This is an optimization exercise on Yosys and OpenROAD, whose aim is small area, a short achievable clock period and few clock cycles per item, not a production implementation.
Only simulation tests tie the RTL to the original design; equivalence was not proved.

==> run.sh <==
#!/bin/bash
# synth_recipe.tcl (not shown) runs the flow's synth.tcl, then flattens the netlist and writes it again
# the make line also repeats each setting of config.mk as NAME=value (left out here)
make -C /OpenROAD-flow-scripts/flow DESIGN_CONFIG=/design/flow/config.mk WORK_HOME=/design/flow/orfs CLKGATE_MAP_FILE= SYNTH_SCRIPT=/design/flow/synth_recipe.tcl finish
==> config.mk <==
export PLATFORM = sky130hd
export DESIGN_NAME = alu_mc
export DESIGN_NICKNAME = alu_mc
export VERILOG_FILES = /design/flow/design.v
export SDC_FILE = /design/flow/constraint.sdc
export NUM_CORES = 4
export LEC_CHECK = 0
export ABC_AREA = 1
export CAP_MARGIN = 40
export CORE_MARGIN = 2
export CORE_UTILIZATION = 45
export SLEW_MARGIN = 20
==> constraint.sdc <==
create_clock -name core_clock -period 7.5 [get_ports {clk}]
set_input_delay 1.5000 -clock core_clock [delete_from_list [all_inputs] [get_ports {clk}]]
set_output_delay 1.5000 -clock core_clock [all_outputs]
set_load 0.01 [all_outputs]
==> design.v <==
module add_bk #(
    parameter int W = 32
) (
    input  logic [W-1:0] a,
    input  logic [W-1:0] b,
    input  logic         ci,
    output logic [W-1:0] y,
    output logic         co
);
    logic [W-1:0] g, p, gg, pp;
    always_comb begin
        p  = a ^ b;
        g  = a & b;
        g[0] = g[0] | (p[0] & ci);
        gg = g;
        pp = p;
        for (int l = 1; l < W; l = 2 * l)
            for (int k = 2 * l - 1; k < W; k += 2 * l) begin
                gg[k] = gg[k] | (pp[k] & gg[k-l]);
                pp[k] = pp[k] & pp[k-l];
            end
        for (int l = W / 2; l >= 1; l = l / 2)
            for (int k = 3 * l - 1; k < W; k += 2 * l) begin
                gg[k] = gg[k] | (pp[k] & gg[k-l]);
                pp[k] = pp[k] & pp[k-l];
            end
        y  = p ^ {gg[W-2:0], ci};
        co = gg[W-1];
    end
endmodule
module alu_simple (
    input  logic [31:0] a,
    input  logic [31:0] b,
    input  logic [3:0]  af,
    output logic [31:0] res,
    output logic        ovf
);
    wire        is_sub  = af[2] | af[0];    
    logic [32:0] addr;
    add_bk #(.W(32)) u_add (.a(a), .b(b ^ {32{is_sub}}), .ci(is_sub), .y(addr[31:0]), .co(addr[32]));
    wire [31:0] sum     = addr[31:0];
    wire        add_ovf = (a[31] == (b[31] ^ is_sub)) && (sum[31] != a[31]);
    wire        lt_s    = (a[31] != b[31]) ? a[31] : sum[31];
    wire        lt_u    = ~addr[32];
    wire        sh_left = (af == 4'b1000);
    wire        sh_fill = (af == 4'b1110) & a[31];
    logic [31:0] sh_in, sh_out, sh_res;
    always_comb begin
        for (int k = 0; k < 32; k++) sh_in[k] = sh_left ? a[31-k] : a[k];
        sh_out = 32'($signed({sh_fill, sh_in}) >>> b[4:0]);
        for (int k = 0; k < 32; k++) sh_res[k] = sh_left ? sh_out[31-k] : sh_out[k];
    end
    always_comb begin
        res = 32'd0;
        ovf = 1'b0;
        case (af)
            4'b0000: res = a & b;
            4'b0001: res = a | b;
            4'b0010,
            4'b0011: begin res = sum; ovf = add_ovf; end
            4'b0100: res = a ^ b;
            4'b0101: res = ~(a | b);
            4'b0110: res = {31'd0, lt_s};
            4'b0111: res = {31'd0, lt_u};
            4'b1000,
            4'b1001,
            4'b1110: res = sh_res;
            default: ;
        endcase
    end
endmodule
module lead_cnt (
    input  logic [31:0] x,
    input  logic        v,
    output logic [5:0]  c
);
    logic [31:0] y;
    logic [1:0]  c2 [16];
    logic [2:0]  c4 [8];
    logic [3:0]  c8 [4];
    logic [4:0]  c16 [2];
    always_comb begin
        y = x ^ {32{~v}};    
        for (int k = 0; k < 16; k++)
            c2[k] = y[2*k+1] ? (y[2*k] ? 2'd2 : 2'd1) : 2'd0;
        for (int k = 0; k < 8; k++)
            c4[k] = c2[2*k+1][1] ? {1'b0, 2'b10} + {1'b0, c2[2*k]} : {1'b0, c2[2*k+1]};
        for (int k = 0; k < 4; k++)
            c8[k] = c4[2*k+1][2] ? {1'b0, 3'b100} + {1'b0, c4[2*k]} : {1'b0, c4[2*k+1]};
        for (int k = 0; k < 2; k++)
            c16[k] = c8[2*k+1][3] ? {1'b0, 4'b1000} + {1'b0, c8[2*k]} : {1'b0, c8[2*k+1]};
        c = c16[1][4] ? {1'b0, 5'b10000} + {1'b0, c16[0]} : {1'b0, c16[1]};
    end
endmodule
module div_setup (
    input  logic [31:0] a,
    input  logic [31:0] b,
    input  logic        a_neg,
    input  logic        b_neg,
    output logic        triv,      
    output logic        b_zero,
    output logic [3:0]  dm,        
    output logic [34:0] d_init,    
    output logic [31:0] a_mag
);
    logic [5:0] ca, cb;
    lead_cnt u_ca (.x(a), .v(a_neg), .c(ca));
    lead_cnt u_cb (.x(b), .v(b_neg), .c(cb));
    wire signed [7:0] d = $signed({2'b0, cb}) - $signed({2'b0, ca}) + $signed({7'd0, a_neg});
    assign b_zero = (b == 32'd0);
    logic [31:0] ta, bs;
    always_comb begin
        ta = a ^ {32{a_neg}};
        for (int l = 1; l < 32; l = 2 * l)
            ta = ta | (ta >> l);               
        bs = b ^ {32{b_neg}};
        if (a_neg) bs = bs >> 1;
    end
    assign triv   = b_zero | (|(bs & ~ta));
    assign dm     = (d > 8'sd31) ? 4'd15 : d[4:1];
    wire [34:0] bx = {{3{b_neg}}, b} ^ {35{~b_neg}};
    assign d_init = ((bx << 1) << {dm, 1'b0}) | ({35{~b_neg}} & ~((35'h7ffffffff << 1) << {dm, 1'b0}));
    add_bk #(.W(32)) u_neg (.a(a ^ {32{a_neg}}), .b(32'd0), .ci(a_neg), .y(a_mag), .co());
endmodule
module mul_step (
    input  logic [33:0] hi,
    input  logic [7:0]  lo,
    input  logic        bprev,
    input  logic [32:0] m,
    input  logic        corr_en,
    output logic [41:0] t
);
    logic [41:0] pp [4];
    logic [41:0] hx, corr, s1, c1, s2, c2, s3, c3, s4, c4;
    logic [8:0]  y;
    always_comb begin
        y  = {lo, bprev};
        hx = {{8{hi[33]}}, hi};
        for (int j = 0; j < 4; j++) begin
            logic one, two, ng;
            logic [33:0] sel;
            ng  = y[2*j+2];
            one = y[2*j+1] ^ y[2*j];
            two = (y[2*j+2] & ~y[2*j+1] & ~y[2*j]) | (~y[2*j+2] & y[2*j+1] & y[2*j]);
            sel = one ? {m[32], m} : (two ? {m, 1'b0} : 34'd0);
            sel = sel ^ {34{ng}};
            pp[j] = ({{8{sel[33]}}, sel}) << (2*j);
            if (j > 0) pp[j][2*j-2] = y[2*j];
        end
        corr = {9'd0, corr_en ? m : 33'd0} << 8;
        corr[6] = y[8];
        s1 = hx ^ pp[0] ^ pp[1];
        c1 = {(hx & pp[0]) | (hx & pp[1]) | (pp[0] & pp[1]), 1'b0};
        s2 = pp[2] ^ pp[3] ^ corr;
        c2 = {(pp[2] & pp[3]) | (pp[2] & corr) | (pp[3] & corr), 1'b0};
        s3 = s1 ^ c1 ^ s2;
        c3 = {(s1 & c1) | (s1 & s2) | (c1 & s2), 1'b0};
        s4 = s3 ^ c3 ^ c2;
        c4 = {(s3 & c3) | (s3 & c2) | (c3 & c2), 1'b0};
        t  = s4 + c4;
    end
endmodule
module div_step (
    input  logic [33:0] hi,
    input  logic [34:0] m,
    input  logic        bneg,
    output logic [33:0] r,
    output logic [1:0]  q
);
    logic [35:0] t1, t2;
    logic [33:0] r1;
    always_comb begin
        t1   = {2'b0, hi} + {m[34], m} + {35'd0, ~bneg};
        q[1] = ~t1[35];
        r1   = q[1] ? t1[33:0] : hi;
        t2   = {2'b0, r1} + {{2{m[34]}}, m[34:1]} + {35'd0, ~bneg};
        q[0] = ~t2[35];
        r    = q[0] ? t2[33:0] : r1;
    end
endmodule
module neg32 (
    input  logic [31:0] x,
    input  logic        n,
    output logic [31:0] y
);
    add_bk #(.W(32)) u_neg (.a(x ^ {32{n}}), .b(32'd0), .ci(n), .y(y), .co());
endmodule
module alu_mc (
    input  logic        clk,
    input  logic        reset,
    input  logic        start,
    input  logic        i,
    input  logic [31:0] SrcA,
    input  logic [31:0] SrcB,
    input  logic [3:0]  af,
    output logic        busy,
    output logic        done,
    output logic [31:0] Alures,
    output logic        Zero,
    output logic        Neg,
    output logic        ovfalu
);
    logic        busy_q, done_q, ovf_q;
    logic [31:0] res_q;
    logic        mul_q;       
    logic        fin_q;       
    logic        hiop_q;      
    logic        sgn_q;       
    logic        qneg_q, rneg_q, dovf_q, bneg_q;
    logic        bprev_q;     
    logic [3:0]  cnt_q;
    logic        last_q;      
    logic [34:0] m_q;         
    logic [33:0] hi_q;        
    logic [31:0] lo_q;        
    wire accept = start & ~busy_q;
    wire a_neg  = i & SrcA[31];
    wire b_neg  = i & SrcB[31];
    wire last   = last_q;
    logic [31:0] alu_res;
    logic        alu_ovf;
    alu_simple u_alu (.a(SrcA), .b(SrcB), .af(af), .res(alu_res), .ovf(alu_ovf));
    logic        div_triv, b_zero;
    logic [3:0]  dm;
    logic [34:0] d_init;
    logic [31:0] a_mag;
    div_setup u_dset (.a(SrcA), .b(SrcB), .a_neg(a_neg), .b_neg(b_neg), .triv(div_triv),
                      .b_zero(b_zero), .dm(dm), .d_init(d_init), .a_mag(a_mag));
    logic [41:0] mstep;
    mul_step u_mul (.hi(hi_q), .lo(lo_q[7:0]), .bprev(bprev_q), .m(m_q[32:0]),
                    .corr_en(last & ~sgn_q & lo_q[7]), .t(mstep));
    wire [33:0] mhi_d = mstep[41:8];
    wire [31:0] mlo_d = {mstep[7:0], lo_q[31:8]};
    wire        mul_ovf = sgn_q ? (mhi_d[31:0] != {32{mlo_d[31]}}) : (mhi_d[31:0] != 32'd0);
    logic [33:0] r2;
    logic [1:0]  qd;
    div_step u_div (.hi(hi_q), .m(m_q), .bneg(bneg_q), .r(r2), .q(qd));
    wire  [31:0] quo_d = {lo_q[29:0], qd};
    wire         fix_need = hiop_q ? rneg_q : qneg_q;
    logic [31:0] fix_res;
    neg32 u_fix (.x(hiop_q ? hi_q[31:0] : lo_q), .n(1'b1), .y(fix_res));
    always_ff @(posedge clk) begin
        if (reset) begin
            busy_q <= 1'b0;
            done_q <= 1'b0;
            ovf_q  <= 1'b0;
            res_q  <= 32'd0;
            fin_q  <= 1'b0;
        end else begin
            done_q <= 1'b0;
            if (accept) begin
                if (af[3] & (af[2] ^ af[1])) begin
                    if (af[2] & div_triv) begin
                        res_q  <= (af[0] | ~b_zero) ? (af[0] ? SrcA : 32'd0) : 32'hFFFFFFFF;
                        ovf_q  <= b_zero;
                        done_q <= 1'b1;
                    end else begin
                        busy_q <= 1'b1;
                        mul_q  <= ~af[2];
                    end
                end else begin
                    res_q  <= alu_res;
                    ovf_q  <= alu_ovf;
                    done_q <= 1'b1;
                end
            end else if (busy_q) begin
                if (mul_q) begin
                    if (last) begin
                        res_q  <= hiop_q ? mhi_d[31:0] : mlo_d;
                        ovf_q  <= hiop_q ? 1'b0 : mul_ovf;
                        done_q <= 1'b1;
                        busy_q <= 1'b0;
                    end
                end else if (fin_q) begin
                    res_q  <= fix_res;
                    ovf_q  <= dovf_q;
                    done_q <= 1'b1;
                    busy_q <= 1'b0;
                    fin_q  <= 1'b0;
                end else if (last) begin
                    if (fix_need) begin
                        fin_q  <= 1'b1;
                    end else begin
                        res_q  <= hiop_q ? r2[31:0] : quo_d;
                        ovf_q  <= dovf_q;
                        done_q <= 1'b1;
                        busy_q <= 1'b0;
                    end
                end
            end
        end
    end
    always_ff @(posedge clk) begin
        if (accept) begin
            hiop_q  <= af[0];
            sgn_q   <= i;
            qneg_q  <= a_neg ^ b_neg;
            rneg_q  <= a_neg;
            bneg_q  <= b_neg;
            dovf_q  <= i & (SrcA == 32'h80000000) & (SrcB == 32'hFFFFFFFF);
            cnt_q   <= af[2] ? dm : 4'd3;
            last_q  <= af[2] & (dm == 4'd0);
        end else if (busy_q) begin
            cnt_q   <= cnt_q - 4'd1;
            last_q  <= (cnt_q == 4'd1);
        end
    end
    always_ff @(posedge clk) begin
        if (accept) begin
            bprev_q <= 1'b0;
            if (af[2]) begin
                hi_q <= {2'b0, a_mag};
                lo_q <= 32'd0;
            end else begin
                hi_q <= 34'd0;
                lo_q <= SrcB;
            end
        end else if (mul_q) begin
            hi_q    <= mhi_d;
            lo_q    <= mlo_d;
            bprev_q <= lo_q[7];
        end else begin
            hi_q <= r2;
            lo_q <= quo_d;
        end
    end
    always_ff @(posedge clk) begin
        if (accept) begin
            m_q <= af[2] ? d_init : {{3{a_neg}}, SrcA};
        end else if (busy_q & ~mul_q) begin
            m_q <= {{2{m_q[34]}}, m_q[34:2]};
        end
    end
    assign busy   = busy_q;
    assign done   = done_q;
    assign Alures = res_q;
    assign Zero   = (res_q == 32'd0);
    assign Neg    = res_q[31];
    assign ovfalu = ovf_q;
endmodule
==> flow_metrics.env, run 1 <==
export IMPL_clockRootBuffer="clkbuf_16"
export IMPL_synth_top_cell_area_share_pct=17.4
export IMPL_drv_cap=0
export IMPL_numCtsBuffers=17
export IMPL_via_count=43038
export IMPL_antenna_found_initial=8
export IMPL_dpl_instance_area_um2=38100
export IMPL_first_iter_violations=6134
export IMPL_slew_viol_final=0
export IMPL_hold_path_class="reg2reg"
export IMPL_grt_overflow=0
export IMPL_wl_um=189000
export IMPL_synth_nets=6327
export IMPL_critical_path_most_common_cell="nand2_1"
export IMPL_reg2reg_slack_ns=0.59
export IMPL_hpwlAfterDp_um=156000
export IMPL_period_needed_ns=7.02
export IMPL_tns_ns=0
export IMPL_clock_path_buffers=2
export IMPL_start_kind="input pin"
export IMPL_timing_worst_setup_path_type="in2reg"
export IMPL_rsz0062_at_grt="false"
export IMPL_tightest_slew_ns=0.959
export IMPL_viasPerCell=6.15
export IMPL_place_ws_ns=-0.0137
export IMPL_synth_area_leader_cell="nand2_1"
export IMPL_synth_common_cells="nand2_1 (1623), inv_1 (779), nand3_1 (450)"
export IMPL_slowest_stage="clkdlybuf4s50_1"
export IMPL_firstDrtPassIters=7
export IMPL_cts_tree="yes"
export IMPL_slew_headroom_pct=36.1
export IMPL_syn2layout_area_growth_pct=10.7
export IMPL_cts_sinks=150
export IMPL_stdcell_area_um2=38800
export IMPL_max_stage_delay_ns=0.68
export IMPL_die_y_um=283
export IMPL_num_fill_cells=8437
export IMPL_clock_latency_ns=0.46
export IMPL_crit_required_ns=7.71
export IMPL_ys_ff_latch=150
export IMPL_synth_flop_cell="dfxtp_1"
export IMPL_post_drt_wl_per_cell_um=27.1
export IMPL_drtAntennaViolNets=0
export IMPL_seq_area_frac_synth_pct=9.91
export IMPL_ys_types=69
export IMPL_setup_ws_ns=0.485
export IMPL_synth_most_common_cell="nand2_1"
export IMPL_nNetsFinal=6431
export IMPL_drive_above_1_share_pct=5.98
export IMPL_yosys_warnings=12
export IMPL_initial_core_util_pct=45.4
export IMPL_core_area_um2=77200
export IMPL_grt_total_usage_pct=45.5
export IMPL_port_buffers=108
export IMPL_drc=0
export IMPL_grt_pass1_vias=39795
export IMPL_clock_skew_ns=0.0167
export IMPL_ys_async_sr_fraction_pct=0
export IMPL_hold_viol_final=0
export IMPL_status="timing/DRC/antenna clean"
export IMPL_synth_edff_count=47
export IMPL_die_area_um2=80100
export IMPL_final_util_pct=50.3
export IMPL_synthTopCellsByArea="nand2_1 (17%), fa_1 (9.3%), ha_1 (9.0%)"
export IMPL_path_clk_slew_ns=0.07
export IMPL_rows=102
export IMPL_max_freq_mhz=143
export IMPL_htreeDepth=4
export IMPL_fin_crit_sh_pct=93.5
export IMPL_setup_viol=0
export IMPL_syn_area_per_cell_um2=6.00
export IMPL_crit_arrival_ns=7.22
export IMPL_num_io_pins=109
export IMPL_cp_end_kind="flip-flop"
export IMPL_synth_cells=5840
export IMPL_syn_area_um2=35000
export IMPL_routabilityCongestion=1.15
export IMPL_grt_pass1_wl_um=270000
export IMPL_die_width_um=283
export IMPL_grt_max_degree=93
export IMPL_cp_max_fo=23
[state kept, by name, summed over array words and instances, names as in the netlist, 4 cells and up]
register and flops:
cnt_q 4, hi_q 34, lo_q 32, m_q 35, res_q 32
[area by class of cell]
cell class	count	area [um2]	share of cell area, %
clock buffer	22	455	1.17
timing repair buffer	339	2910	7.49
clock inverter	10	146	0.377
sequential	150	3470	8.95
inverter	809	3050	7.85
antenna	5	12.5	0.0322
multi-input combinational	4627	27500	70.8
tap	1040	1300	3.35
[logic make-up (layout without fill, tap and decap cells)]
kind of cell / Yosys count / in the layout / synth area share [%]
fa+ha+maj: 415 / 415 / 18.3
xor+xnor: 279 / 279 / 7.26
mux: 5 / 5 / 0.143
flops: 150 / 150 / 9.91
other cells: 0 / 5 / 0
compound gates: 1180 / 1180 / 19.3
simple gates: 2747 / 2748 / 33.2
buf+inv: 1064 / 1180 / 11.9
[routing by layer]
metal	vias up	track usage, %	share of wire (%)	wire, um
li1	19450	-	-	-
met3	741	8.94	11	20100
met4	6	33.5	9.2	17500
met2	2816	69.9	42	80200
met1	20025	56.6	38	71600
met5	-	0	0.020	37
[through the flow]
stage | std cells | hold WS, ns
detailed placement | 6958 | 0.457
floorplan | 5840 | 0.442
CTS | 6990 | 0.473
global route | 6997 | 0.500
finish | 7002 | 0.469
global placement | 6953 | 0.456
[cell usage in the layout, fill, tap and decap left out, types with 17 or more instances in the layout]
master and instances:
nor3_1 28, inv_1 777, a211oi_1 18, clkbuf_16 17
o21bai_1 18, o21ai_1 31, xor2_1 223, clkdlybuf4s50_1 107
nand4_1 126, edfxtp_1 47, xnor2_1 44, nand2_1 1623
ha_1 253, o21ai_0 438, nor4_1 17, nand3b_1 21
a31oi_1 21, nor2_1 416, dfxtp_1 102, fa_1 162
buf_4 219, a21o_1 28, o22ai_1 113, a21oi_1 357
o211ai_1 39, nand3_1 449, nor2_2 17, o221ai_1 24
[worst max-delay path: cells and delay by family]
kind / cells / cell delay (ns)
buffers and inverters: 5 / 1.35
adder cells (fa/ha/maj): 2 / 0.69
AO/OA/AOI/OAI: 5 / 0.89
AND/OR/NAND/NOR: 16 / 2.74
[what timing repair did]
item	in CTS	in global routing
setup buffers	0	0
resized for setup	0	2
hold buffers	0	0
setup endpoints to repair	0	22
[final timing paths]
kind,from,endpoint,cells past startpoint
worst max-delay path,SrcB[31],m_q[18],28
worst min-delay path,ovf_q,ovf_q,2
worst max register to register,m_q[0],res_q[9],30
worst min register to register,ovf_q,ovf_q,2
Testbench counts, summed over its fixed seeds: cycles 30,282, items 16,000.
==> inputs of run 2 (changes only) <==
--- a/config.mk
+++ b/config.mk
@@ -10,3 +10,4 @@
 export CORE_MARGIN = 2
 export CORE_UTILIZATION = 45
+export SETUP_SLACK_MARGIN = 1.8
 export SLEW_MARGIN = 20
==> flow_metrics.env, run 2 <==
export IMPL_drtAntennaViolNets=0
export IMPL_final_common_cell="nand2_1"
export IMPL_regMostFlops="m_q"
export IMPL_cts_sinks=150
export IMPL_path_clk_slew_ns=0.07
export IMPL_syn_area_per_cell_um2=6.00
export IMPL_post_drt_wl_per_cell_um=27.0
export IMPL_timing_reg2reg_worst_path_depth=30
export IMPL_crit_arrival_ns=6.12
export IMPL_seqCellArea_um2=3490
export IMPL_critical_path_most_common_cell="buf_4"
export IMPL_cts_tree="yes"
export IMPL_reg_top3="m_q x35, hi_q x34"
export IMPL_ys_async_sr_fraction_pct=0
export IMPL_wl_met1_um=72500
export IMPL_viasPerCell=6.16
export IMPL_firstDrtPassIters=9
export IMPL_yosys_warnings=12
export IMPL_synth_compound_area_share_pct=19.3
export IMPL_grt_total_usage_pct=46.0
export IMPL_start_kind="input pin"
export IMPL_fin_crit_sh_pct=77.1
export IMPL_port_buffers=108
export IMPL_clockRootBuffer="clkbuf_16"
export IMPL_cts_hold_buf=0
export IMPL_crit_required_ns=7.84
export IMPL_hold_path_class="reg2reg"
export IMPL_grt_pass1_wl_um=274000
export IMPL_first_iter_violations=6369
export IMPL_cp_startpoint="i"
export IMPL_ys_ff_latch=150
export IMPL_grt_max_degree=93
export IMPL_die_area_um2=80100
export IMPL_yosys_area_share_simple_pct=33.2
export IMPL_synth_flop_cell="dfxtp_1"
export IMPL_drive_above_1_share_pct=16.6
export IMPL_synth_cells=5840
export IMPL_timing_worst_setup_path_type="in2reg"
export IMPL_clock_path_buffers=2
export IMPL_num_fill_cells=7916
export IMPL_rows=102
export IMPL_numCtsBuffers=17
export IMPL_synth_top_family_by_area="simple AND/OR/NAND/NOR gates"
export IMPL_drv_cap=0
export IMPL_rsz0062_at_grt="true"
export IMPL_multiInputGateArea_um2=29600
export IMPL_clock_latency_ns=0.47
export IMPL_setup_viol=0
export IMPL_r2r_end="ovf_q"
export IMPL_stdcell_area_um2=43200
export IMPL_synth_fa_ha_area_share_pct=18.3
export IMPL_slew_viol_final=0
export IMPL_max_freq_mhz=173
export IMPL_final_util_pct=56.0
export IMPL_htreeDepth=4
export IMPL_syn_area_um2=35000
export IMPL_worstHoldEndpoint="lo_q[10]"
export IMPL_seq_area_frac_synth_pct=9.91
export IMPL_hpwlAfterDp_um=153000
export IMPL_mostFrequentLayoutCells="nand2_1 (1503), inv_1 (726), o21ai_0 (403)"
export IMPL_highest_layer="met5"
export IMPL_status="timing/DRC/antenna clean"
export IMPL_hold_viol_final=0
export IMPL_r2r_start="lo_q[1]"
export IMPL_initial_core_util_pct=45.4
export IMPL_grt_pass1_vias=40520
export IMPL_worstHoldStart="lo_q[18]"
export IMPL_num_io_pins=109
export IMPL_dr_wl_met2_um=84000
export IMPL_period_needed_ns=5.78
export IMPL_die_y_um=283
export IMPL_ys_types=69
export IMPL_dpl_instance_area_um2=38200
export IMPL_synth_top_cell_area_share_pct=17.4
export IMPL_synth_common_cells="nand2_1 (1623), inv_1 (779), nand3_1 (450)"
export IMPL_drc=0
export IMPL_hold_path_depth=2
export IMPL_reg2reg_slack_ns=1.84
export IMPL_tns_ns=0
export IMPL_synth_area_leader_cell="nand2_1"
export IMPL_via_count=44472
export IMPL_syn2layout_area_growth_pct=23.3
export IMPL_wl_met3_um=20100
export IMPL_die_width_um=283
export IMPL_synth_nets=6327
export IMPL_largest_register_ff_count=35
export IMPL_slowest_stage="xor2_4"
export IMPL_core_area_um2=77200
export IMPL_tightest_slew_ns=0.897
export IMPL_synth_most_common_cell="nand2_1"
export IMPL_cp_max_fo=8
export IMPL_wl_um=195000
export IMPL_slew_headroom_pct=40.2
export IMPL_routabilityCongestion=1.13
export IMPL_synth_edff_count=47
export IMPL_muxShareOfSynthArea_pct=0.143
export IMPL_grt_overflow=0
export IMPL_clock_skew_ns=0.0139
export IMPL_nNetsFinal=6646
export IMPL_max_stage_delay_ns=0.21
export IMPL_synthTopCellsByArea="nand2_1 (17%), fa_1 (9.3%), ha_1 (9.0%)"
export IMPL_synth_xor_area_share_pct=7.26
export IMPL_antenna_found_initial=13
export IMPL_cp_end_kind="flip-flop"
-- run 2: changes by cell type in the layout (fill, tap and decap cells not counted), moves of 55 or more --
cell | before | now
buf_4 | 219 | 359
clkdlybuf4s50_1 | 107 | 50
nand2_1 | 1623 | 1503
nand2_2 | 9 | 109
nand3_1 | 449 | 394
nor2_1 | 416 | 357
-- run 2: cell type report --
cell class                 count  share of cell area [%]
multi-input combinational   4629                    68.4
tap                         1040                    3.01
clock inverter                15                   0.330
timing repair inverter         3                  0.0463
sequential                   150                    8.08
timing repair buffer         549                    11.7
antenna                        6                  0.0347
inverter                     809                    7.33
clock buffer                  17                   0.984
-- run 2: worst max path at each step --
| stage | cells after the start | slack [ns] | endpoint |
|---|---|---|---|
| 2_1_floorplan | 32 | 1.75 | m_q[22] |
| 3_3_place_gp | 29 | 0.29 | m_q[10] |
| 3_5_place_dp | 29 | 0.25 | m_q[10] |
| 4_1_cts | 30 | 1.59 | ovf_q |
| 5_1_grt | 32 | 1.56 | m_q[29] |
| 6_report | 41 | 1.72 | m_q[30] |
-- run 2: logic make-up after synthesis --
logic type / Yosys count
buffers and inverters: 1064
AOI/OAI and AO/OA: 1180
and+or+nand+nor: 2747
xor gates and xnor gates: 279
muxes: 5
DFF: 150
adders and majority gates: 415
-- run 2: repair_timing --
action	CTS	global route
buffers inserted	99	109
gates resized for setup	308	440
hold endpoints to repair	0	0
pin swaps	40	100
gates cloned	7	11
setup endpoints to repair	107	100
-- run 2: metrics by stage --
step / cells / hold slack, ns / worst slack (ns)
after floorplan: 5840 / 0.442 / 1.75
after global placement: 6946 / 0.459 / 0.285
after detailed placement: 6952 / 0.462 / 0.252
after CTS: 7090 / 0.478 / 1.59
after global routing: 7212 / 0.502 / 1.56
final: 7218 / 0.480 / 1.72
-- run 2: metal layers --
metal | global-route usage (%) | up-vias
li1 | - | 19888
met1 | 56.6 | 20735
met2 | 72.1 | 2984
met3 | 8.57 | 849
met4 | 33.4 | 16
met5 | 0 | -
-- run 2: critical path: cells and delay by family --
family | cells | cell delay [ns]
buffers and inverters | 31 | 3.60
XOR/XNOR | 1 | 0.21
AND/OR/NAND/NOR | 9 | 0.79
==> inputs of run 3 (changes only) <==
--- a/config.mk
+++ b/config.mk
@@ -12,2 +12,3 @@
 export SETUP_SLACK_MARGIN = 1.8
 export SLEW_MARGIN = 20
+export TNS_END_PERCENT = 5
==> flow_metrics.env, run 3 <==
export IMPL_grt_max_degree=93
export IMPL_synth_fa_ha_area_share_pct=18.3
export IMPL_grt_pass1_vias=40752
export IMPL_fin_crit_sh_pct=76.1
export IMPL_seq_area_frac_synth_pct=9.91
export IMPL_clock_latency_ns=0.46
export IMPL_num_io_pins=109
export IMPL_reg2reg_slack_ns=1.79
export IMPL_firstDrtPassIters=7
export IMPL_nNetsFinal=6618
export IMPL_viasPerCell=6.16
export IMPL_clock_path_buffers=2
export IMPL_first_iter_violations=5930
export IMPL_synth_nets=6327
export IMPL_synth_xor_area_share_pct=7.26
export IMPL_drtAntennaViolNets=0
export IMPL_grt_pass1_wl_um=276000
export IMPL_synth_edff_count=47
export IMPL_port_buffers=108
export IMPL_ys_types=69
export IMPL_htreeDepth=4
export IMPL_start_kind="flip-flop"
export IMPL_slew_viol_final=0
export IMPL_wl_um=194000
export IMPL_die_width_um=283
export IMPL_grt_total_usage_pct=46.4
export IMPL_yosys_warnings=12
export IMPL_synth_top_family_by_area="simple AND/OR/NAND/NOR gates"
export IMPL_regMostFlops="m_q"
export IMPL_period_needed_ns=5.71
export IMPL_rows=102
export IMPL_r2r_start="lo_q[0]"
export IMPL_synth_compound_area_share_pct=19.3
export IMPL_numCtsBuffers=17
export IMPL_cp_end_kind="flip-flop"
export IMPL_status="timing/DRC/antenna clean"
export IMPL_largest_register_ff_count=35
export IMPL_hold_worst_slack_ns=0.473
export IMPL_setup_viol=0
export IMPL_routabilityCongestion=1.12
export IMPL_yosys_area_share_simple_pct=33.2
export IMPL_timing_reg2reg_worst_path_depth=30
export IMPL_synth_most_common_cell="nand2_1"
export IMPL_via_count=44271
export IMPL_hpwlAfterDp_um=156000
export IMPL_die_y_um=283
export IMPL_critical_path_most_common_cell="nand2_1"
export IMPL_max_freq_mhz=175
export IMPL_rsz0062_at_grt="true"
export IMPL_tightest_slew_ns=0.850
export IMPL_die_area_um2=80100
export IMPL_hold_path_class="reg2reg"
export IMPL_synthTopCellsByArea="nand2_1 (17%), fa_1 (9.3%), ha_1 (9.0%)"
export IMPL_synth_flop_cell="dfxtp_1"
export IMPL_hold_path_depth=2
export IMPL_timing_worst_setup_path_type="reg2reg"
export IMPL_max_stage_delay_ns=0.50
export IMPL_core_area_um2=77200
export IMPL_synth_cells=5840
export IMPL_clock_skew_ns=0.0177
export IMPL_final_common_cell="nand2_1"
export IMPL_muxShareOfSynthArea_pct=0.143
export IMPL_antenna_found_initial=17
export IMPL_syn_area_um2=35000
export IMPL_slowest_stage="fa_1"
export IMPL_reg_top3="m_q x35, hi_q x34"
export IMPL_worstHoldEndpoint="ovf_q"
export IMPL_crit_required_ns=7.82
export IMPL_cts_hold_buf=0
export IMPL_post_drt_wl_per_cell_um=27.0
export IMPL_mostFrequentLayoutCells="nand2_1 (1539), inv_1 (714), nand3_1 (420)"
export IMPL_syn2layout_area_growth_pct=21.9
export IMPL_synth_top_cell_area_share_pct=17.4
export IMPL_hold_viol_final=0
export IMPL_drive_above_1_share_pct=15.8
export IMPL_initial_core_util_pct=45.4
export IMPL_synth_area_leader_cell="nand2_1"
export IMPL_syn_area_per_cell_um2=6.00
export IMPL_r2r_end="ovf_q"
export IMPL_slew_headroom_pct=43.3
export IMPL_worstHoldStart="ovf_q"
export IMPL_ys_ff_latch=150
export IMPL_cts_sinks=150
export IMPL_path_clk_slew_ns=0.07
export IMPL_cp_max_fo=34
export IMPL_drc=0
export IMPL_grt_overflow=0
export IMPL_crit_arrival_ns=6.02
export IMPL_ys_async_sr_fraction_pct=0
export IMPL_drv_cap=0
export IMPL_clockRootBuffer="clkbuf_16"
export IMPL_cts_tree="yes"
export IMPL_tns_ns=0
export IMPL_synth_common_cells="nand2_1 (1623), inv_1 (779), nand3_1 (450)"
[run 3: cell counts after synthesis]
Identical to the previous run, type by type.
[run 3: area by class of cell]
cell class | instances | area, um2
clock inverters | 12 | 141
inverters | 809 | 3220
multi-input cells | 4629 | 29400
fillers | 8040 | 34500
clock buffers | 20 | 459
diodes | 6 | 15.0
flip-flops and latches | 150 | 3500
repair buffers | 523 | 4650
well taps | 1040 | 1300
repair inverters | 1 | 5.00
[run 3: timing repair]
item | CTS | global route
setup buffers | 78 | 97
gates resized for setup | 381 | 397
pin swaps | 38 | 96
gates cloned | 4 | 5
setup endpoints to repair | 107 | 96
[run 3: worst max-delay path by stage]
stage	start	to	slack [ns]	depth (start not counted)
final	lo_q[0]	ovf_q	1.79	30
after global placement	i	m_q[29]	0.17	29
after CTS	m_q[0]	res_q[18]	1.74	31
after global routing	i	m_q[6]	1.66	33
after detailed placement	i	m_q[22]	0.18	30
after floorplan	i	m_q[21]	1.75	31
[run 3: cells by family (layout without fill, tap and decap cells)]
logic type,Yosys count,after routing
xor gates and xnor gates,279,279
adders and majority gates,415,415
muxes,5,5
DFF,150,150
and+or+nand+nor,2747,2750
AOI/OAI and AO/OA,1180,1180
other,0,6
buffers and inverters,1064,1365
[run 3: through the flow]
stage	area [um2]	cells	setup slack (ns)	util [%]
2_1_floorplan	35200	5840	1.75	-
3_3_place_gp	38200	6959	0.166	49.4
3_5_place_dp	38300	6966	0.181	49.6
4_1_cts	40700	7080	1.74	52.7
5_1_grt	42700	7184	1.66	55.3
6_report	42700	7190	1.79	55.3
[run 3: critical path: cells and delay by family, from the launching register on]
kind | cells | cell delay [ns]
adder cells (fa/ha/maj) | 4 | 1.81
flip-flops | 1 | 0.37
AO/OA/AOI/OAI | 2 | 0.32
buffers and inverters | 4 | 0.56
AND/OR/NAND/NOR | 19 | 2.21
XOR/XNOR | 1 | 0.25
[run 3: routing by layer]
metal	wire (um)	global-route usage, %
met1	71400	57.0
met2	82600	71.5
met3	21300	9.32
met4	18400	35.0
met5	145	0
==> inputs of run 4 (changes only) <==
--- a/config.mk
+++ b/config.mk
@@ -9,5 +9,5 @@
 export CAP_MARGIN = 40
 export CORE_MARGIN = 2
-export CORE_UTILIZATION = 45
+export CORE_UTILIZATION = 55
 export SETUP_SLACK_MARGIN = 1.8
 export SLEW_MARGIN = 20
==> flow_metrics.env, run 4 <==
export IMPL_status="timing/DRC/antenna clean"
export IMPL_grt_total_usage_pct=52.8
export IMPL_port_buffers=108
export IMPL_placed_cells=6735
export IMPL_r2r_start="m_q[0]"
export IMPL_yosys_warnings=12
export IMPL_rows=92
export IMPL_largest_register_ff_count=35
export IMPL_fin_crit_sh_pct=78.3
export IMPL_clock_skew_ns=0.0202
export IMPL_grt_pass1_vias=41770
export IMPL_tns_ns=0
export IMPL_slew_headroom_pct=35.8
export IMPL_die_area_um2=65700
export IMPL_grt_most_used_layer="met2"
export IMPL_cts_sinks=150
export IMPL_final_util_pct=67.2
export IMPL_synth_cells=5840
export IMPL_final_common_cell="nand2_1"
export IMPL_mostFrequentLayoutCells="nand2_1 (1521), inv_1 (719), nand3_1 (410)"
export IMPL_hold_path_depth=2
export IMPL_drive_above_1_share_pct=15.7
export IMPL_drc=0
export IMPL_path_clk_slew_ns=0.08
export IMPL_synth_flop_cell="dfxtp_1"
export IMPL_period_needed_ns=5.88
export IMPL_antenna_found_initial=19
export IMPL_ys_async_sr_fraction_pct=0
export IMPL_synth_area_leader_cell="nand2_1"
export IMPL_reg2reg_slack_ns=1.62
export IMPL_max_freq_mhz=170
export IMPL_die_y_um=256
export IMPL_ys_ff_latch=150
export IMPL_synthTopCellsByArea="nand2_1 (17%), fa_1 (9.3%), ha_1 (9.0%)"
export IMPL_nNetsFinal=6568
export IMPL_timing_worst_setup_path_type="reg2reg"
export IMPL_cts_tree="yes"
export IMPL_synth_edff_count=47
export IMPL_rsz0062_at_grt="true"
export IMPL_gr_usage_met1_pct=59.8
export IMPL_regMostFlops="m_q"
export IMPL_via_count=45869
export IMPL_grt_max_degree=94
export IMPL_drtAntennaViolNets=0
export IMPL_slowest_stage="o211ai_1"
export IMPL_hold_path_class="reg2reg"
export IMPL_hpwlAfterDp_um=143000
export IMPL_use_met2_pct=79.2
export IMPL_grt_use_met3_pct=17.0
export IMPL_timing_reg2reg_worst_path_depth=26
export IMPL_routabilityCongestion=1.18
export IMPL_cp_end_kind="flip-flop"
export IMPL_grt_pass1_wl_um=261000
export IMPL_tightest_slew_ns=0.959
export IMPL_start_kind="flip-flop"
export IMPL_synth_most_common_cell="nand2_1"
export IMPL_core_area_um2=63100
export IMPL_slew_viol_final=0
export IMPL_max_stage_delay_ns=0.81
export IMPL_worstHoldEndpoint="lo_q[10]"
export IMPL_grt_overflow=0
export IMPL_synth_common_cells="nand2_1 (1623), inv_1 (779), nand3_1 (450)"
export IMPL_synth_nets=6327
export IMPL_worstHoldStart="lo_q[18]"
export IMPL_post_drt_wl_per_cell_um=26.6
export IMPL_syn_area_um2=35000
export IMPL_drv_cap=0
export IMPL_hold_viol_final=0
export IMPL_syn_area_per_cell_um2=6.00
export IMPL_reg_top3="m_q x35, hi_q x34"
export IMPL_clock_path_buffers=2
export IMPL_ys_types=69
export IMPL_firstDrtPassIters=10
export IMPL_seq_area_frac_synth_pct=9.91
export IMPL_viasPerCell=6.60
export IMPL_crit_arrival_ns=6.16
export IMPL_final_cells=6950
export IMPL_die_width_um=256
export IMPL_r2r_end="hi_q[9]"
export IMPL_stdcell_area_um2=42400
export IMPL_first_iter_violations=7689
export IMPL_cp_max_fo=34
export IMPL_htreeDepth=4
export IMPL_dpl_instance_area_um2=37700
export IMPL_numCtsBuffers=17
export IMPL_syn2layout_area_growth_pct=21.0
export IMPL_initial_core_util_pct=55.6
export IMPL_crit_required_ns=7.78
export IMPL_clock_latency_ns=0.46
export IMPL_cts_hold_buf=0
export IMPL_clockRootBuffer="clkbuf_16"
export IMPL_wl_um=185000
export IMPL_setup_viol=0
export IMPL_num_io_pins=109
export IMPL_synth_top_cell_area_share_pct=17.4
-- run 4: cell types whose count changed in the layout (fill, tap and decap cells not counted), sizes merged --
cell | previous run | this run
dlygate4sd2 | 10 | 14
inv | 771 | 788
nand2 | 1637 | 1635
clkbuf | 52 | 46
diode | 6 | 10
dlymetal6s2s | 15 | 21
clkinv | 22 | 12
buf | 415 | 367
clkdlybuf4s15 | 6 | 0
bufbuf | 1 | 0
nor2 | 440 | 439
clkdlybuf4s50 | 44 | 47
clkinvlp | 27 | 21
-- run 4: how the worst max path moves through the flow --
stage,start,endpoint,cells after the start,slack (ns)
after floorplan,i,m_q[21],31,1.75
after global placement,i,m_q[22],28,0.23
after detailed placement,i,m_q[21],28,0.19
after CTS,lo_q[3],ovf_q,30,1.71
after global routing,lo_q[0],ovf_q,32,1.31
final,m_q[0],hi_q[9],26,1.62
-- run 4: kinds of logic after synthesis --
logic type               after synthesis  share of synthesized area, %
buffers and inverters               1064                          11.9
AO/OA/AOI/OAI                       1180                          19.3
XOR/XNOR                             279                          7.26
flip-flops                           150                          9.91
multiplexers                           5                         0.143
adder cells (fa/ha/maj)              415                          18.3
AND/OR/NAND/NOR                     2747                          33.2
-- run 4: what timing repair did --
item / in CTS / in global routing
buffers inserted: 47 / 108
pin swaps: 24 / 113
gates resized for setup: 228 / 574
cloned: 2 / 8
endpoints found under the setup margin: 107 / 103
-- run 4: critical path: cells and delay by family, from the launching register on --
| family | cells | cell delay, ns |
|---|---|---|
| AO/OA/AOI/OAI | 7 | 1.85 |
| XOR/XNOR | 1 | 0.25 |
| adder cells (fa/ha/maj) | 3 | 1.16 |
| buffers and inverters | 4 | 0.53 |
| flip-flops | 1 | 0.50 |
| AND/OR/NAND/NOR | 11 | 1.40 |
-- run 4: area by class of cell --
type                            instances  area (um2)
Fill cell                            5861       20700
Timing Repair Buffer                  477        4380
Clock inverter                         14         170
Inverter                              809        3190
Antenna cell                           10        25.0
Multi-Input combinational cell       4626       29600
Sequential cell                       150        3500
Clock buffer                           18         450
Tap cell                              846        1060
-- run 4: routing by layer --
metal  share of wire, %  routed length, um  up-vias
met4                 12              22400       22
met2                 41              75500     3999
met3                 14              26100     1361
met5              0.076                141        -
met1                 33              60500    20755
li1                   -                  -    19732
-- run 4: through the flow --
step / hold WS (ns) / worst slack (ns)
4_1_cts: 0.477 / 1.71
5_1_grt: 0.498 / 1.31
3_5_place_dp: 0.466 / 0.185
2_1_floorplan: 0.442 / 1.75
6_report: 0.476 / 1.62
3_3_place_gp: 0.458 / 0.225
==> inputs of run 5 (changes only) <==
--- a/config.mk
+++ b/config.mk
@@ -9,6 +9,5 @@
 export CAP_MARGIN = 40
 export CORE_MARGIN = 2
-export CORE_UTILIZATION = 55
-export SETUP_SLACK_MARGIN = 1.8
+export CORE_UTILIZATION = 50
+export SETUP_SLACK_MARGIN = 1.3
 export SLEW_MARGIN = 20
-export TNS_END_PERCENT = 5
==> flow_metrics.env, run 5 <==
export IMPL_period_needed_ns=6.16
export IMPL_cts_tree="yes"
export IMPL_via_count=44492
export IMPL_grt_max_degree=78
export IMPL_synth_nets=6327
export IMPL_start_kind="flip-flop"
export IMPL_antenna_found_initial=11
export IMPL_r2r_start="lo_q[1]"
export IMPL_die_y_um=269
export IMPL_syn_area_um2=35000
export IMPL_crit_required_ns=7.82
export IMPL_worstHoldStart="lo_q[18]"
export IMPL_slew_viol_final=0
export IMPL_routabilityCongestion=1.15
export IMPL_synthTopCellsByArea="nand2_1 (17%), fa_1 (9.3%), ha_1 (9.0%)"
export IMPL_fin_crit_sh_pct=82.1
export IMPL_grt_overflow=0
export IMPL_slew_headroom_pct=39.7
export IMPL_regMostFlops="m_q"
export IMPL_syn2layout_area_growth_pct=14.3
export IMPL_cts_sinks=150
export IMPL_synth_flop_cell="dfxtp_1"
export IMPL_hold_worst_slack_ns=0.473
export IMPL_num_io_pins=109
export IMPL_final_cells=6983
export IMPL_die_width_um=269
export IMPL_max_freq_mhz=162
export IMPL_numCtsBuffers=17
export IMPL_post_drt_wl_per_cell_um=27.2
export IMPL_placed_cells=6876
export IMPL_hold_path_depth=2
export IMPL_path_clk_slew_ns=0.07
export IMPL_crit_arrival_ns=6.47
export IMPL_tightest_slew_ns=0.904
export IMPL_reg2reg_slack_ns=1.34
export IMPL_port_buffers=108
export IMPL_hold_viol_final=0
export IMPL_htreeDepth=4
export IMPL_die_area_um2=72200
export IMPL_firstDrtPassIters=14
export IMPL_wl_um=190000
export IMPL_nNetsFinal=6505
export IMPL_final_common_cell="nand2_1"
export IMPL_ys_async_sr_fraction_pct=0
export IMPL_syn_area_per_cell_um2=6.00
export IMPL_first_iter_violations=7360
export IMPL_ys_ff_latch=150
export IMPL_timing_worst_setup_path_type="reg2reg"
export IMPL_cp_end_kind="flip-flop"
export IMPL_ys_types=69
export IMPL_yosys_warnings=12
export IMPL_status="timing/DRC/antenna clean"
export IMPL_synth_cells=5840
export IMPL_cts_hold_buf=0
export IMPL_path_buf_inv=5
export IMPL_core_area_um2=69700
export IMPL_viasPerCell=6.37
export IMPL_grt_pass1_wl_um=270000
export IMPL_grt_total_usage_pct=51.3
export IMPL_max_stage_delay_ns=0.62
export IMPL_rows=97
export IMPL_tns_ns=0
export IMPL_drive_above_1_share_pct=9.12
export IMPL_clock_path_buffers=2
export IMPL_critical_path_top_delay_family="simple AND/OR/NAND/NOR gates"
export IMPL_hpwlAfterDp_um=153000
export IMPL_drv_cap=0
export IMPL_reg_top3="m_q x35, hi_q x34"
export IMPL_largest_register_ff_count=35
export IMPL_timing_reg2reg_worst_path_depth=27
export IMPL_slowest_stage="fa_2"
export IMPL_mostFrequentLayoutCells="nand2_1 (1605), inv_1 (752), nand3_1 (439)"
export IMPL_critical_path_most_common_cell="nand2_1"
export IMPL_stdcell_area_um2=40100
export IMPL_hold_path_class="reg2reg"
export IMPL_clock_skew_ns=0.00930
export IMPL_drtAntennaViolNets=0
export IMPL_synth_edff_count=47
export IMPL_rsz0062_at_grt="true"
export IMPL_synth_area_leader_cell="nand2_1"
export IMPL_synth_top_cell_area_share_pct=17.4
export IMPL_drc=0
export IMPL_r2r_end="ovf_q"
export IMPL_clock_latency_ns=0.46
export IMPL_setup_viol=0
export IMPL_cp_max_fo=12
export IMPL_synth_most_common_cell="nand2_1"
export IMPL_worstHoldEndpoint="lo_q[10]"
export IMPL_dpl_instance_area_um2=38200
export IMPL_clockRootBuffer="clkbuf_16"
export IMPL_initial_core_util_pct=50.3
export IMPL_synth_common_cells="nand2_1 (1623), inv_1 (779), nand3_1 (450)"
export IMPL_seq_area_frac_synth_pct=9.91
export IMPL_grt_pass1_vias=40718
## run 5: worst min-delay path, cell delays in order, from the launching register on
cell and delay [ns]:
dfxtp_1 0.32, o21ai_0 0.06, o21ai_0 0.06
## run 5: worst max-delay path by stage
stage / start / slack, ns / endpoint / cells after the start
floorplan: i / 1.57 / m_q[1] / 32
global placement: i / 0.31 / m_q[26] / 27
detailed placement: i / 0.24 / m_q[4] / 30
CTS: SrcB[29] / 1.30 / m_q[25] / 31
global route: lo_q[1] / 1.17 / ovf_q / 30
finish: lo_q[1] / 1.34 / ovf_q / 27
## run 5: layer usage
| layer | vias to the layer above | GRT usage (%) | share of wire, % |
|---|---|---|---|
| li1 | 19584 | - | - |
| met1 | 20363 | 61.0 | 35 |
| met2 | 3498 | 76.6 | 41 |
| met3 | 1037 | 15.7 | 13 |
| met4 | 10 | 41.0 | 10 |
| met5 | - | 0 | 0.073 |
## run 5: metrics by stage
| step | setup WS, ns | utilization [%] |
|---|---|---|
| floorplan | 1.57 | - |
| global placement | 0.314 | 54.6 |
| detailed placement | 0.238 | 54.8 |
| CTS | 1.30 | 56.1 |
| global route | 1.17 | 57.5 |
| finish | 1.34 | 57.5 |
## run 5: final cells by class
type	instances	area, um2
Timing Repair Buffer	411	3660
Sequential cell	150	3490
Fill cell	7161	29600
Inverter	809	3140
Timing Repair inverter	1	7.51
Antenna cell	12	30.0
Clock inverter	14	198
Clock buffer	18	429
Multi-Input combinational cell	4628	27900
Tap cell	940	1180
## run 5: timing repair
item | in CTS | in global routing
endpoints found under the hold margin | 0 | 0
buffers inserted | 14 | 36
cloned | 3 | 2
gates resized for setup | 68 | 181
pin swaps | 5 | 9
endpoints found under the setup margin | 78 | 82
## run 5: cells by family (layout without fill, tap and decap cells)
family	count (synthesis)	after routing	synth area share (%)
buffers and inverters	1064	1253	11.9
other	0	12	0
xor gates and xnor gates	279	279	7.26
AOI/OAI and AO/OA	1180	1180	19.3
and+or+nand+nor	2747	2749	33.2
adders and majority gates	415	415	18.3
DFF	150	150	9.91
muxes	5	5	0.143
==> inputs of run 6 (changes only) <==
--- a/design.v
+++ b/design.v
@@ -51,14 +51,25 @@
         for (int k = 0; k < 32; k++) sh_res[k] = sh_left ? sh_out[31-k] : sh_out[k];
     end
+    logic [3:0]  tt;
+    logic [31:0] lg;
+    always_comb begin
+        case (af[2:0])
+            3'b000:  tt = 4'b1000;    
+            3'b001:  tt = 4'b1110;    
+            3'b100:  tt = 4'b0110;    
+            default: tt = 4'b0001;    
+        endcase
+        for (int k = 0; k < 32; k++) lg[k] = tt[{a[k], b[k]}];
+    end
     always_comb begin
         res = 32'd0;
         ovf = 1'b0;
         case (af)
-            4'b0000: res = a & b;
-            4'b0001: res = a | b;
+            4'b0000,
+            4'b0001,
+            4'b0100,
+            4'b0101: res = lg;
             4'b0010,
             4'b0011: begin res = sum; ovf = add_ovf; end
-            4'b0100: res = a ^ b;
-            4'b0101: res = ~(a | b);
             4'b0110: res = {31'd0, lt_s};
             4'b0111: res = {31'd0, lt_u};
--- a/config.mk
+++ b/config.mk
@@ -9,5 +9,6 @@
 export CAP_MARGIN = 40
 export CORE_MARGIN = 2
-export CORE_UTILIZATION = 50
-export SETUP_SLACK_MARGIN = 1.3
+export CORE_UTILIZATION = 45
+export SETUP_SLACK_MARGIN = 1.4
 export SLEW_MARGIN = 20
+export TNS_END_PERCENT = 5
==> flow_metrics.env, run 6 <==
export IMPL_status="timing/DRC/antenna clean"
export IMPL_core_area_um2=77200
export IMPL_synth_nets=6394
export IMPL_r2r_start="m_q[0]"
export IMPL_slew_headroom_pct=40.0
export IMPL_synth_flop_cell="dfxtp_1"
export IMPL_grt_total_usage_pct=45.3
export IMPL_hold_viol_final=0
export IMPL_clockRootBuffer="clkbuf_16"
export IMPL_drv_cap=0
export IMPL_final_common_cell="nand2_1"
export IMPL_worstHoldEndpoint="ovf_q"
export IMPL_largest_register_ff_count=35
export IMPL_syn2layout_area_growth_pct=15.8
export IMPL_slowest_stage="clkdlybuf4s50_1"
export IMPL_yosys_warnings=12
export IMPL_synth_edff_count=47
export IMPL_setup_viol=0
export IMPL_port_buffers=108
export IMPL_crit_arrival_ns=6.24
export IMPL_start_kind="input pin"
export IMPL_crit_required_ns=7.68
export IMPL_via_count=43656
export IMPL_placed_cells=7035
export IMPL_regMostFlops="m_q"
export IMPL_die_area_um2=80100
export IMPL_num_io_pins=109
export IMPL_period_needed_ns=6.06
export IMPL_cts_hold_buf=0
export IMPL_max_stage_delay_ns=0.72
export IMPL_ys_types=64
export IMPL_synth_common_cells="nand2_1 (1584), inv_1 (812), o21ai_0 (580)"
export IMPL_nNetsFinal=6516
export IMPL_fin_crit_sh_pct=80.8
export IMPL_firstDrtPassIters=8
export IMPL_max_freq_mhz=165
export IMPL_synth_area_leader_cell="nand2_1"
export IMPL_grt_pass1_vias=40457
export IMPL_cp_end_kind="flip-flop"
export IMPL_die_width_um=283
export IMPL_rows=102
export IMPL_cts_sinks=150
export IMPL_synth_cells=5971
export IMPL_die_y_um=283
export IMPL_post_drt_wl_per_cell_um=26.7
export IMPL_synthTopCellsByArea="nand2_1 (17%), fa_1 (9.3%), inv_1 (8.7%)"
export IMPL_htreeDepth=4
export IMPL_rsz0062_at_grt="true"
export IMPL_hold_path_depth=2
export IMPL_drive_above_1_share_pct=10.3
export IMPL_drc=0
export IMPL_wl_um=191000
export IMPL_grt_max_degree=88
export IMPL_routabilityCongestion=1.13
export IMPL_initial_core_util_pct=45.4
export IMPL_hold_path_class="reg2reg"
export IMPL_clock_latency_ns=0.46
export IMPL_syn_area_um2=35000
export IMPL_first_iter_violations=6464
export IMPL_reg_top3="m_q x35, hi_q x34"
export IMPL_synth_most_common_cell="nand2_1"
export IMPL_timing_worst_setup_path_type="in2reg"
export IMPL_tightest_slew_ns=0.891
export IMPL_mostFrequentLayoutCells="nand2_1 (1537), inv_1 (779), o21ai_0 (559)"
export IMPL_ys_ff_latch=150
export IMPL_critical_path_most_common_cell="nand2_1"
export IMPL_tns_ns=0
export IMPL_r2r_end="hi_q[11]"
export IMPL_viasPerCell=6.10
export IMPL_grt_pass1_wl_um=270000
export IMPL_cp_max_fo=7
export IMPL_synth_top_cell_area_share_pct=17.0
export IMPL_reg2reg_slack_ns=1.44
export IMPL_antenna_found_initial=11
export IMPL_final_cells=7152
export IMPL_slew_viol_final=0
export IMPL_ys_async_sr_fraction_pct=0
export IMPL_numCtsBuffers=17
export IMPL_clock_path_buffers=2
export IMPL_hpwlAfterDp_um=154000
export IMPL_drtAntennaViolNets=0
export IMPL_syn_area_per_cell_um2=5.87
export IMPL_worstHoldStart="ovf_q"
export IMPL_seq_area_frac_synth_pct=9.92
export IMPL_final_util_pct=52.5
export IMPL_path_clk_slew_ns=0.08
export IMPL_timing_reg2reg_worst_path_depth=28
export IMPL_clock_skew_ns=0.0191
export IMPL_grt_overflow=0
export IMPL_cts_tree="yes"
==> run 6: final cells by class <==
cell class	instances	area, um2
Antenna cell	6	15.0
Clock buffer	17	425
Clock inverter	15	163
Fill cell	8230	36700
Inverter	838	3240
Multi-Input combinational cell	4711	28300
Sequential cell	150	3490
Tap cell	1040	1300
Timing Repair Buffer	372	3600
Timing Repair inverter	3	23.8
==> run 6: worst max path at each step <==
stage	startpoint	end	slack, ns
6_report	SrcB[23]	m_q[23]	1.44
5_1_grt	SrcB[23]	m_q[22]	1.31
4_1_cts	m_q[0]	res_q[28]	1.36
3_5_place_dp	SrcB[31]	m_q[26]	0.28
3_3_place_gp	SrcB[31]	m_q[26]	0.26
2_1_floorplan	i	m_q[13]	1.49
==> run 6: cells by family after synthesis <==
logic type                 after synthesis  share of synthesized area (%)
and+or+nand+nor                       2771                           33.7
muxes                                    4                          0.114
AOI/OAI and AO/OA                     1299                           20.5
adders and majority gates              351                           16.0
buffers and inverters                 1111                           12.3
DFF                                    150                           9.92
xor gates and xnor gates               285                           7.40
==> run 6: critical path: cells and delay by family <==
family	cells	cell delay [ns]
buffers and inverters	9	1.66
AO/OA/AOI/OAI	3	0.80
AND/OR/NAND/NOR	18	1.87
adder cells (fa/ha/maj)	1	0.40
==> run 6: per-layer routing <==
| layer | up-vias | track usage [%] | share of wire, % |
|---|---|---|---|
| met5 | - | 0 | 0.054 |
| met4 | 16 | 32.4 | 9.0 |
| met3 | 725 | 8.43 | 10 |
| met2 | 2806 | 70.3 | 43 |
| met1 | 20260 | 56.4 | 38 |
| li1 | 19849 | - | - |
==> run 6: repair_timing <==
action | in CTS | in global routing
endpoints found under the setup margin | 85 | 83
resized for setup | 119 | 282
buffers inserted | 19 | 43
pin swaps | 8 | 27
cloned | 3 | 12
==> run 6: metrics by stage <==
step | setup WS (ns) | hold WS [ns] | cell area [um2]
finish | 1.44 | 0.489 | 40600
global route | 1.31 | 0.501 | 40500
CTS | 1.36 | 0.486 | 39000
detailed placement | 0.278 | 0.471 | 37800
global placement | 0.255 | 0.456 | 37700
floorplan | 1.49 | 0.442 | 35000
Testbench counts of run 6, summed over its fixed seeds: cycles 30,282, items 16,000.
==> inputs of run 7 (changes only) <==
--- a/config.mk
+++ b/config.mk
@@ -10,5 +10,5 @@
 export CORE_MARGIN = 2
 export CORE_UTILIZATION = 45
-export SETUP_SLACK_MARGIN = 1.4
+export SETUP_SLACK_MARGIN = 1.8
 export SLEW_MARGIN = 20
 export TNS_END_PERCENT = 5
==> flow_metrics.env, run 7 <==
export IMPL_status="timing/DRC/antenna clean"
export IMPL_cts_sinks=150
export IMPL_slowest_stage="or2_2"
export IMPL_regMostFlops="m_q"
export IMPL_max_stage_delay_ns=0.30
export IMPL_reg_top3="m_q x35, hi_q x34"
export IMPL_port_buffers=108
export IMPL_grt_overflow=0
export IMPL_nNetsFinal=6630
export IMPL_path_clk_slew_ns=0.08
export IMPL_syn2layout_area_growth_pct=22.8
export IMPL_synth_area_leader_cell="nand2_1"
export IMPL_drv_cap=0
export IMPL_hold_path_class="reg2reg"
export IMPL_routabilityCongestion=1.11
export IMPL_setup_worst_path_end="m_q[28]"
export IMPL_hpwlAfterDp_um=156000
export IMPL_clock_skew_ns=0.0203
export IMPL_synth_cells=5971
export IMPL_r2r_end="res_q[20]"
export IMPL_place_ws_ns=0.273
export IMPL_grt_pass1_vias=41128
export IMPL_timing_reg2reg_worst_path_depth=33
export IMPL_crit_required_ns=7.73
export IMPL_fin_crit_sh_pct=77.8
export IMPL_antenna_found_initial=13
export IMPL_synthTopCellsByArea="nand2_1 (17%), fa_1 (9.3%), inv_1 (8.7%)"
export IMPL_grt_max_degree=95
export IMPL_final_common_cell="nand2_1"
export IMPL_ys_types=64
export IMPL_largest_register_ff_count=35
export IMPL_synth_flop_cell="dfxtp_1"
export IMPL_cp_end_kind="flip-flop"
export IMPL_drtAntennaViolNets=0
export IMPL_die_y_um=283
export IMPL_max_freq_mhz=171
export IMPL_start_kind="input pin"
export IMPL_timing_worst_setup_path_type="in2reg"
export IMPL_post_drt_wl_per_cell_um=27.2
export IMPL_critical_path_most_common_cell="nand2_1"
export IMPL_htreeDepth=4
export IMPL_seq_area_frac_synth_pct=9.92
export IMPL_synth_common_cells="nand2_1 (1584), inv_1 (812), o21ai_0 (580)"
export IMPL_clockRootBuffer="clkbuf_16"
export IMPL_slew_headroom_pct=35.5
export IMPL_setup_viol=0
export IMPL_cp_startpoint="SrcA[31]"
export IMPL_synth_top_cell_area_share_pct=17.0
export IMPL_hold_viol_final=0
export IMPL_clock_latency_ns=0.47
export IMPL_first_iter_violations=6761
export IMPL_core_area_um2=77200
export IMPL_ys_async_sr_fraction_pct=0
export IMPL_via_count=45272
export IMPL_cts_tree="yes"
export IMPL_grt_pass1_wl_um=277000
export IMPL_yosys_warnings=12
export IMPL_stdcell_area_um2=43000
export IMPL_setup_ws_ns=1.67
export IMPL_syn_area_per_cell_um2=5.87
export IMPL_synth_nets=6394
export IMPL_tns_ns=0
export IMPL_slew_viol_final=0
export IMPL_num_io_pins=109
export IMPL_mostFrequentLayoutCells="nand2_1 (1462), inv_1 (747), o21ai_0 (516)"
export IMPL_die_width_um=283
export IMPL_cp_max_fo=21
export IMPL_dpl_instance_area_um2=37900
export IMPL_syn_area_um2=35000
export IMPL_final_util_pct=55.7
export IMPL_firstDrtPassIters=9
export IMPL_rsz0062_at_grt="true"
export IMPL_initial_core_util_pct=45.4
export IMPL_tightest_slew_ns=0.966
export IMPL_rows=102
export IMPL_r2r_start="lo_q[5]"
export IMPL_reg2reg_slack_ns=1.87
export IMPL_grt_total_usage_pct=46.4
export IMPL_ys_ff_latch=150
export IMPL_period_needed_ns=5.83
export IMPL_die_area_um2=80100
export IMPL_wl_um=198000
export IMPL_crit_arrival_ns=6.06
export IMPL_clock_path_buffers=2
export IMPL_drive_above_1_share_pct=16.2
export IMPL_numCtsBuffers=17
export IMPL_synth_most_common_cell="nand2_1"
export IMPL_drc=0
export IMPL_viasPerCell=6.23
export IMPL_synth_edff_count=47
run 7: cell counts after synthesis:
Identical to the previous run, type by type.
run 7: worst min-delay path by stage:
stage / from / end / slack, ns / depth (start not counted)
detailed placement: lo_q[20] / lo_q[12] / 0.47 / 2
finish: lo_q[20] / lo_q[12] / 0.48 / 2
CTS: lo_q[20] / lo_q[12] / 0.48 / 2
floorplan: lo_q[18] / lo_q[10] / 0.44 / 2
global route: lo_q[20] / lo_q[12] / 0.50 / 2
global placement: ovf_q / ovf_q / 0.45 / 2
run 7: layout make-up:
type                    instances  area [um2]
fillers                      8047       34200
multi-input cells            4712       29600
repair buffers                488        4720
flip-flops and latches        150        3490
inverters                     838        3280
well taps                    1040        1300
clock buffers                  20         468
clock inverters                12         106
diodes                          8        20.0
run 7: metal layers:
| metal | vias to the layer above | routed length, um | track usage (%) | part of all wire [%] |
|---|---|---|---|---|
| met4 | 10 | 19800 | 35.6 | 10 |
| met3 | 883 | 21100 | 7.83 | 11 |
| met5 | - | 62 | 0 | 0.031 |
| met2 | 3134 | 84700 | 72.2 | 43 |
| met1 | 21146 | 72200 | 57.3 | 36 |
| li1 | 20099 | - | - | - |
run 7: repair_timing:
item                                    CTS  global route
pin swaps                                22           144
endpoints found under the setup margin  107           105
hold buffers                              0             0
gates cloned                             11             9
setup buffers                            57           101
resized for setup                       319           524
run 7: logic make-up (layout without fill, tap and decap cells):
| logic type | after synthesis | in the layout | share of synthesized area, % |
|---|---|---|---|
| multiplexers | 4 | 4 | 0.114 |
| AO/OA/AOI/OAI | 1299 | 1299 | 20.5 |
| XOR/XNOR | 285 | 285 | 7.40 |
| other | 0 | 8 | 0 |
| adder cells (fa/ha/maj) | 351 | 351 | 16.0 |
| buffers and inverters | 1111 | 1358 | 12.3 |
| flip-flops | 150 | 150 | 9.92 |
| AND/OR/NAND/NOR | 2771 | 2773 | 33.7 |
run 7: worst max-delay path: cells and delay by family:
kind | cells | cell delay [ns]
AOI/OAI and AO/OA | 4 | 0.65
buffers and inverters | 6 | 0.98
adders and majority gates | 2 | 0.52
and+or+nand+nor | 22 | 2.39
run 7: stage by stage:
step,instances,hold slack [ns]
2_1_floorplan,5971,0.442
4_1_cts,7148,0.480
5_1_grt,7260,0.503
3_5_place_dp,7048,0.466
3_3_place_gp,7043,0.454
6_report,7268,0.480

[port drivers added, routing unchanged]
In the flow no input, the clock included, has a driving cell. The finished layouts below were timed again as built, in two steps. Step 1, drivers: a clkbuf_16 drives clk and a buf_2 each remaining input, both assumed. Step 2, shift: input delay + t, output delay - t, t = (earliest + latest rising clock arrival at the registers) / 2. This alone moves slack from input paths to output paths. Three values: ideal, step 1, step 2; two values: the first two.
run | t (ns) | setup WS [ns] | slew at the worst register clock pin (ns)
run 1 | 0.524 | 0.485 / 0.525 / 0.001 | 0.08 / 0.08
run 2 | 0.526 | 1.721 / 1.737 / 1.211 | 0.08 / 0.08
run 3 | 0.528 | 1.794 / 1.764 / 1.236 | 0.08 / 0.08
run 4 | 0.504 | 1.624 / 1.624 / 1.139 | 0.08 / 0.08
run 5 | 0.526 | 1.344 / 1.344 / 0.974 | 0.07 / 0.07
run 6 | 0.510 | 1.442 / 1.445 / 0.966 | 0.08 / 0.08
run 7 | 0.514 | 1.668 / 1.701 / 1.186 | 0.08 / 0.08
After both steps every run listed still meets setup and hold. For run 3, which loses most, drivers alone change the setup slack by -0.030 ns; drivers and shift together by -0.558 ns.
